This is an optimization exercise on Yosys and OpenROAD, whose aim is small area, a short achievable clock period and few clock cycles, not a production implementation. Function was not checked in any run shown here: the RTL went through the layout flow alone. Power and IR drop assume default switching activity.

==> flow/design.v (outline; a module is shown in full before it is edited, if it fits) <==
// module rgb2ac1c2_stream_ctrl: 1940 lines
// module ac_fa: 10 lines
// module ac_ha: 9 lines
module rgb2ac1c2_stream_ctrl #(
    parameter int unsigned WIDTH  = 640,
    parameter int unsigned HEIGHT = 480
) (
    input  logic        i_clk,
    input  logic        i_rst,
    input  logic        i_start,
    input  logic        i_coef_we,
    input  logic [3:0]  i_coef_addr,
    input  logic [15:0] i_coef_data,
    input  logic        i_valid,
    output logic        o_ready,
    input  logic [7:0]  i_R,
    input  logic [7:0]  i_G,
    input  logic [7:0]  i_B,
    output logic        o_valid,
    input  logic        i_ready,
    output logic [31:0] o_A,
    output logic [31:0] o_C1,
    output logic [31:0] o_C2,
    output logic        o_sof,
    output logic        o_eol,
    output logic        o_eof,
    output logic        o_busy,
    output logic        o_done
);
  // ...
==> flow/run.sh <==
#!/bin/bash
# synth_recipe.tcl (not shown) runs the flow's synth.tcl, then flattens the netlist and writes it again
# the make line also repeats each setting of config.mk as NAME=value (left out here)
make -C /OpenROAD-flow-scripts/flow DESIGN_CONFIG=/design/flow/config.mk WORK_HOME=/design/flow/orfs CLKGATE_MAP_FILE= SYNTH_SCRIPT=/design/flow/synth_recipe.tcl finish
==> flow/config.mk <==
export PLATFORM = sky130hd
export DESIGN_NAME = rgb2ac1c2_stream_ctrl
export DESIGN_NICKNAME = rgb2ac1c2_stream_ctrl
export VERILOG_FILES = /design/flow/design.v
export SDC_FILE = /design/flow/constraint.sdc
export NUM_CORES = 4
export LEC_CHECK = 0
export CAP_MARGIN = 20
export CORE_MARGIN = 2
export CORE_UTILIZATION = 40
export SLEW_MARGIN = 20
export SYNTH_HIERARCHICAL = 1
==> flow/constraint.sdc <==
create_clock -name core_clock -period 6.0 [get_ports {i_clk}]
set_input_delay 1.2000 -clock core_clock [delete_from_list [all_inputs] [get_ports {i_clk}]]
set_output_delay 1.2000 -clock core_clock [all_outputs]
set_load 0.01 [all_outputs]
==> summary.txt, run 1 <==
- Outcome: no timing/DRC/antenna violations
- Fraction of synthesized cell area taken by the top area cell type: between 20% and 30%
- Commonest non-fill, non-tap cells in the layout: 588 x sky130_fd_sc_hd__a222oi_1, 492 x sky130_fd_sc_hd__fa_1, 365 x sky130_fd_sc_hd__nand2_1
- Area leader, netlist: sky130_fd_sc_hd__fa_1
- Proportion of synthesized chip area in sequential cells: between 30% and 40%
- Port-buffer cells: 131
- Post-CTS setup buffer count: 0
- Upper clock frequency limit: between 200 and 250 MHz
- Slew at the pin closest to its max-slew limit: roughly 1.2 ns
- First-pass detailed-route iteration total: 22
- Sequential power: 6.05 mW
- Worst setup slack for register-to-register paths: ~1.3 ns
- Clock buffer and inverter area fraction after layout: between 4 and 5%
- Count of hold-fix buffers inserted at cts: 0
- Routed Antenna Nets: 0
- DRT Wirelength: roughly 140000 um
- Total die area: approximately 0.11 mm^2
- Logic gate share of total power: between 40% and 50%
- Wl on met1: ~54000 um
- Adder-cell area share of the yosys netlist: about 30%
- Maximum level of the CTS H-tree: 3
- Met2 layer usage reported by global route: 37.9%
- Min Tclk post-route: 4.67 ns
- DR vias: 34.5k
- Drc violations: 0
- Multi-input gate area in the final layout: about 0.027 mm^2
- Most common cell in the synthesized netlist: sky130_fd_sc_hd__a222oi_1
- HPWL after detailed placement: ~95000 um
- Final non-clock buffer share: under 10%
- Clock network fraction of design power: 20.5%
- Number of inserted diodes: 3
- Internal portion of total power: ~13 mW
- Series of cell instances along the critical path: buf_4 > nor2_1 > nor2b_1 > a21oi_1 > ha_1 > fa_1 > fa_1 > fa_1 > fa_1
- Sequential cell count of the final layout: between 500 and 600
- Worst-skew pair later-pin latency: around 0.65 ns
- Fraction of final layout cells with drive strength greater than 1: under 10%
- Max reg flops: ~140
- Post-placement cell area: between 0.04 and 0.05 mm^2
- Placed cell count: between 5k and 6k
- Global routing met3 resource utilization: slightly below 7%
- Category of the critical setup timing path: flip-flop to flip-flop
- Critical-path top delay cell: sky130_fd_sc_hd__nor2_1
- Number of library cell types mapped by synthesis: a little over 70
- Non-clock buffer total of the final layout: 196
- Chip Width: 332 um
==> inputs of run 2 (changes only) <==
--- a/flow/design.v
+++ b/flow/design.v
@@ -78,30 +78,22 @@
                 col <= '0;
                 row <= row + 1'b1;
                 if (row_last) all_in <= 1'b1;
             end else begin
                 col <= col + 1'b1;
             end
         end
     end
+    localparam logic [143:0] COEF_RST = {16'hFA79, 16'd942, 16'd477, 16'd254, 16'hF99C,
+        16'd1383, 16'd1638, 16'd15462, 16'd7865};
     always_ff @(posedge i_clk) begin
-        if (i_rst) begin
-            coef[0] <= 16'sd7865;
-            coef[1] <= 16'sd15462;
-            coef[2] <= 16'sd1638;
-            coef[3] <= 16'sd1383;
-            coef[4] <= -16'sd1636;
-            coef[5] <= 16'sd254;
-            coef[6] <= 16'sd477;
-            coef[7] <= 16'sd942;
-            coef[8] <= -16'sd1415;
-        end else if (!o_busy && i_coef_we) begin
-            for (int k = 0; k < 9; k++) begin
-                if (i_coef_addr == 4'(k)) coef[k] <= $signed(i_coef_data);
+        for (int k = 0; k < 9; k++) begin
+            if (i_rst || (!o_busy && i_coef_we && i_coef_addr == 4'(k))) begin
+                coef[k] <= i_rst ? COEF_RST[16*k +: 16] : i_coef_data;
             end
         end
     end
     always_ff @(posedge i_clk) begin
         t01_0 <= 17'(coef[0]) + 17'(coef[1]);
         t3_0  <= 18'(coef[2]) + (18'(coef[2]) << 1);
         t01_1 <= 17'(coef[3]) + 17'(coef[4]);
         t3_1  <= 18'(coef[5]) + (18'(coef[5]) << 1);
==> summary.txt, run 2 <==
- Synthesized cell area: 0.0423 mm^2 (was 0.0430 mm^2)
- Fraction of final layout cells with drive strength greater than 1: 6.31% (was 5.21%)
- Largest net degree at the start of global routing: 142 (was 140)
- Tcrit/Tclk final: 76.6% (was 77.8%)
- Sum of negative setup slack: 0 ns (unchanged)
- Max-cap violations: 0 (unchanged)
- Crit end category: flip-flop (unchanged)
- End-of-flow core utilization: 44.4% (was 44.0%)
- Upper clock frequency limit: 218 MHz (was 214 MHz)
- Number of filler instances in the final layout: 9633 (was 9926)
- DRT Wirelength: 132000 um (was 140000 um)
- Placeable core region: 0.105 mm^2 (was 0.107 mm^2)
- Commonest non-fill, non-tap cells in the layout: 588 x sky130_fd_sc_hd__a222oi_1, 492 x sky130_fd_sc_hd__fa_1, 411 x sky130_fd_sc_hd__edfxtp_1 (was 588 x sky130_fd_sc_hd__a222oi_1, 492 x sky130_fd_sc_hd__fa_1, 365 x sky130_fd_sc_hd__nand2_1)
- Count of cells resized by post-cts repair: 0 (unchanged)
- Clock-pin slew reported for the worst setup and hold paths after clock tree synthesis: 0.06 ns (about the same)
- Mean instance size in the synthesized netlist: 12.3 um^2 (was 10.9 um^2)
- Fraction of synthesized cell area taken by the top area cell type: 29.2% (was 22.9%)
- Outcome: no timing/DRC/antenna violations (unchanged)
- Number of hold violations in the final report: 0 (unchanged)
- Count of flip-flops with a built-in enable after synthesis: 411 (was 267)
- Maximum number of buffers from clock root to sink: 3 (unchanged)
- DR vias: 32.0k (was 34.5k)
- First-pass GRT wire length: 200000 um (was 213000 um)
- Final Max Tran Viols: 0 (unchanged)
- Drc violations: 0 (unchanged)
- Number of library cell types mapped by synthesis: 78 (was 72)
- Count of hold-fix buffers inserted at cts: 0 (unchanged)
- CTS root buf: sky130_fd_sc_hd__clkbuf_16 (unchanged)
- Number of nets in the layout: 4086 (was 4512)
- First-pass detailed-route iteration total: 23 (was 22)
- Proportion of synthesized chip area in sequential cells: 35.3% (was 31.4%)
- Register ranked first by flip-flop count: coef (unchanged)
- Startpoint kind of the worst setup timing path: flip-flop (unchanged)
- Area growth syn-to-layout: 10.3% (was 9.32%)
- IO Count: 153 (unchanged)
- CTS sink count: 541 (unchanged)
- Initial antenna violation count: 5 (was 6)
- Final clock skew: 0.0440 ns (was 0.0297 ns)
- Primary FF master, synth: sky130_fd_sc_hd__edfxtp_1 (was sky130_fd_sc_hd__dfxtp_1)
- Starting utilization of the core area: 40.3% (about the same)
- Relative slew slack: 18.9% (was 22.7%)
- HPWL after detailed placement: 94300 um (was 95200 um)
- RSZ-0062 raised after global routing: false (unchanged)
- Total GRT Usage: 23.9% (was 24.7%)
- Critical path required time: 6.37 ns (about the same)
- Total die area: 0.108 mm^2 (was 0.110 mm^2)
- Category of the critical setup timing path: flip-flop to flip-flop (unchanged)
- Final Total Pwr: 24.8 mW (was 20.4 mW)
- Die Ht: 329 um (was 332 um)
- Min Tclk post-route: 4.59 ns (was 4.67 ns)
- Number of global-route vias before repair: 31.8k (was 34.4k)
- Worst-skew pair later-pin latency: 0.65 ns (about the same)
- Power density relative to cell area: 531 mW/mm^2 (was 433 mW/mm^2)
- Post-CTS setup buffer count: 0 (unchanged)
- Slew at the pin closest to its max-slew limit: 1.22 ns (was 1.16 ns)
- Port-buffer cells: 131 (unchanged)
- Routed Antenna Nets: 0 (unchanged)
- Yosys warns: 8 (unchanged)
- Most common library cell in the layout ignoring fill and taps: sky130_fd_sc_hd__a222oi_1 (unchanged)
- Commonest cells in the netlist: 588 x sky130_fd_sc_hd__a222oi_1, 492 x sky130_fd_sc_hd__fa_1, 411 x sky130_fd_sc_hd__edfxtp_1, 241 x sky130_fd_sc_hd__ha_1, 231 x sky130_fd_sc_hd__clkbuf_1 (was 588 x sky130_fd_sc_hd__a222oi_1, 492 x sky130_fd_sc_hd__fa_1, 365 x sky130_fd_sc_hd__nand2_1, 319 x sky130_fd_sc_hd__clkbuf_1, 274 x sky130_fd_sc_hd__dfxtp_1)
- Cells after synthesis: 3454 (was 3950)
- Routability congestion estimate: 0.916 (was 0.905)
- Per-cell via count in the routed design: 6.73 (was 6.65)
- Endpoint arrival time on the critical path: 4.96 ns (was 5.04 ns)
- Synth Register Bits: 541 (unchanged)
- Most common cell in the synthesized netlist: sky130_fd_sc_hd__a222oi_1 (unchanged)
- Final routed wire length divided by cell count: 27.7 um (was 26.9 um)
- Crit Path Max Fanout: 28 (was 33)
- Hold/Removal Path Class: flip-flop to flip-flop (unchanged)
- Chip Width: 329 um (was 332 um)
- GR Overflow Total: 0 (unchanged)
- Share of flip-flops with an asynchronous set or reset after synthesis: 0% (unchanged)
- Maximum level of the CTS H-tree: 3 (unchanged)
- Area leader, netlist: sky130_fd_sc_hd__edfxtp_1 (was sky130_fd_sc_hd__fa_1)
- Total CTS buffers: 69 (was 67)
- Number of DRC markers after the initial detailed-route iteration: 7515 (was 7554)
- Max reg flops: 144 (unchanged)
- Maximum ir drop on the vdd rail: 0.384 mV (was 0.221 mV)
- Leakage power figure: 17.1 nW (was 17.5 nW)
- Clock tree from TritonCTS: built (unchanged)
- Leading post-synthesis cells by cell area: sky130_fd_sc_hd__edfxtp_1 29%, sky130_fd_sc_hd__fa_1 23%, sky130_fd_sc_hd__a222oi_1 14% (was sky130_fd_sc_hd__fa_1 23%, sky130_fd_sc_hd__edfxtp_1 19%, sky130_fd_sc_hd__a222oi_1 14%)
- Std cell rows: 119 (was 120)
- Count of endpoints failing setup in the final report: 0 (unchanged)
## run 2: layout make-up
class / count / area (um^2) / area share, %
flip-flops and latches: 541 / 14900 / 32.0
clock inverters: 33 / 409 / 0.876
repair buffers: 197 / 1930 / 4.14
diodes: 1 / 2.50 / 0.00536
multi-input cells: 2314 / 25000 / 53.7
clock buffers: 94 / 1920 / 4.12
inverters: 180 / 679 / 1.46
well taps: 1391 / 1740 / 3.73
## run 2: per-stage QoR
stage,std cells,hold slack [ns],worst slack (ns),cell area [um^2]
3_3_place_gp,4623,0.407,1.31,44300
4_1_cts,4750,0.424,1.28,46700
3_5_place_dp,4623,0.413,1.29,44300
6_report,4751,0.421,1.41,46700
2_1_floorplan,3474,0.375,0.102,42400
5_1_grt,4750,0.426,1.37,46700
## run 2: worst max-delay path: stages (launching register included)
cell	delay [ns]
sky130_fd_sc_hd__edfxtp_1	1.16
sky130_fd_sc_hd__buf_4	0.49
sky130_fd_sc_hd__a222oi_1	0.22
sky130_fd_sc_hd__fa_1	0.57
sky130_fd_sc_hd__fa_1	0.47
sky130_fd_sc_hd__fa_1	0.46
sky130_fd_sc_hd__fa_1	0.52
sky130_fd_sc_hd__fa_1	0.42
## run 2: power by group
part / internal (mW) / switching [mW] / leakage (nW) / total [mW]
Combinational: 6.12 / 7.16 / 10.7 / 13.3
Clock: 2.60 / 1.73 / 1.13 / 4.33
Sequential: 6.30 / 0.884 / 5.33 / 7.18
Total: 15.0 / 9.77 / 17.1 / 24.8
## run 2: worst paths after layout
check | start | to | slack (ns) | cells past startpoint
max reg2reg | p_sel_rg1[0]$_DFFE_PN_ | q_cs0[24]$_DFFE_PN_ | 1.41 | 7
max | p_sel_rg1[0]$_DFFE_PN_ | q_cs0[24]$_DFFE_PN_ | 1.41 | 7
min | p_eof$_DFFE_PN_ | q_eof$_DFFE_PN_ | 0.42 | 0
min reg2reg | p_eof$_DFFE_PN_ | q_eof$_DFFE_PN_ | 0.42 | 0
## run 2: Yosys stat by module, one instance, submodules excluded
| module | cells inside | area [um^2] |
|---|---|---|
| ac_ha | 1 | 12.5 |
| ac_fa | 1 | 20.0 |
| rgb2ac1c2_stream_ctrl | 2917 | 32000 |
## run 2: logic make-up after synthesis
logic type / count (synthesis) / synth area share, %
flip-flops: 541 / 35.3
AO/OA/AOI/OAI: 1021 / 20.7
other: 1 / 0.00886
adder cells (fa/ha/maj): 733 / 30.4
multiplexers: 4 / 0.0946
AND/OR/NAND/NOR: 385 / 4.73
XOR/XNOR: 150 / 3.10
buffers and inverters: 619 / 5.68
## run 2: per-layer routing
metal	track usage, %	up-vias	part of all wire (%)
met5	0	-	0.056
met4	9.35	10	4.4
met3	6.44	454	13
met2	35.9	2516	43
met1	33.1	15737	40
li1	-	13261	-

re-timing with driven ports:
How much do the figures lean on ideal ports? The routed layouts below were timed once more, with nothing changed but the port constraints. Step 1, drivers: a clkbuf_16 drives i_clk and a buf_2 each remaining input, both assumed. Step 2 also shifts input and output timing later by t, the mid clock arrival at the registers, as if the neighbouring blocks saw the same clock. Three values: no drivers, after step 1, after step 2; two values: the first two.
run | t, ns | setup slack, ns | worst register clock-pin slew, ns
run 1 | 0.704 | 1.330 / 1.330 / 1.330 | 0.06 / 0.06
run 2 | 0.705 | 1.406 / 1.406 / 1.406 | 0.07 / 0.07
After both steps every run listed still meets setup and hold.
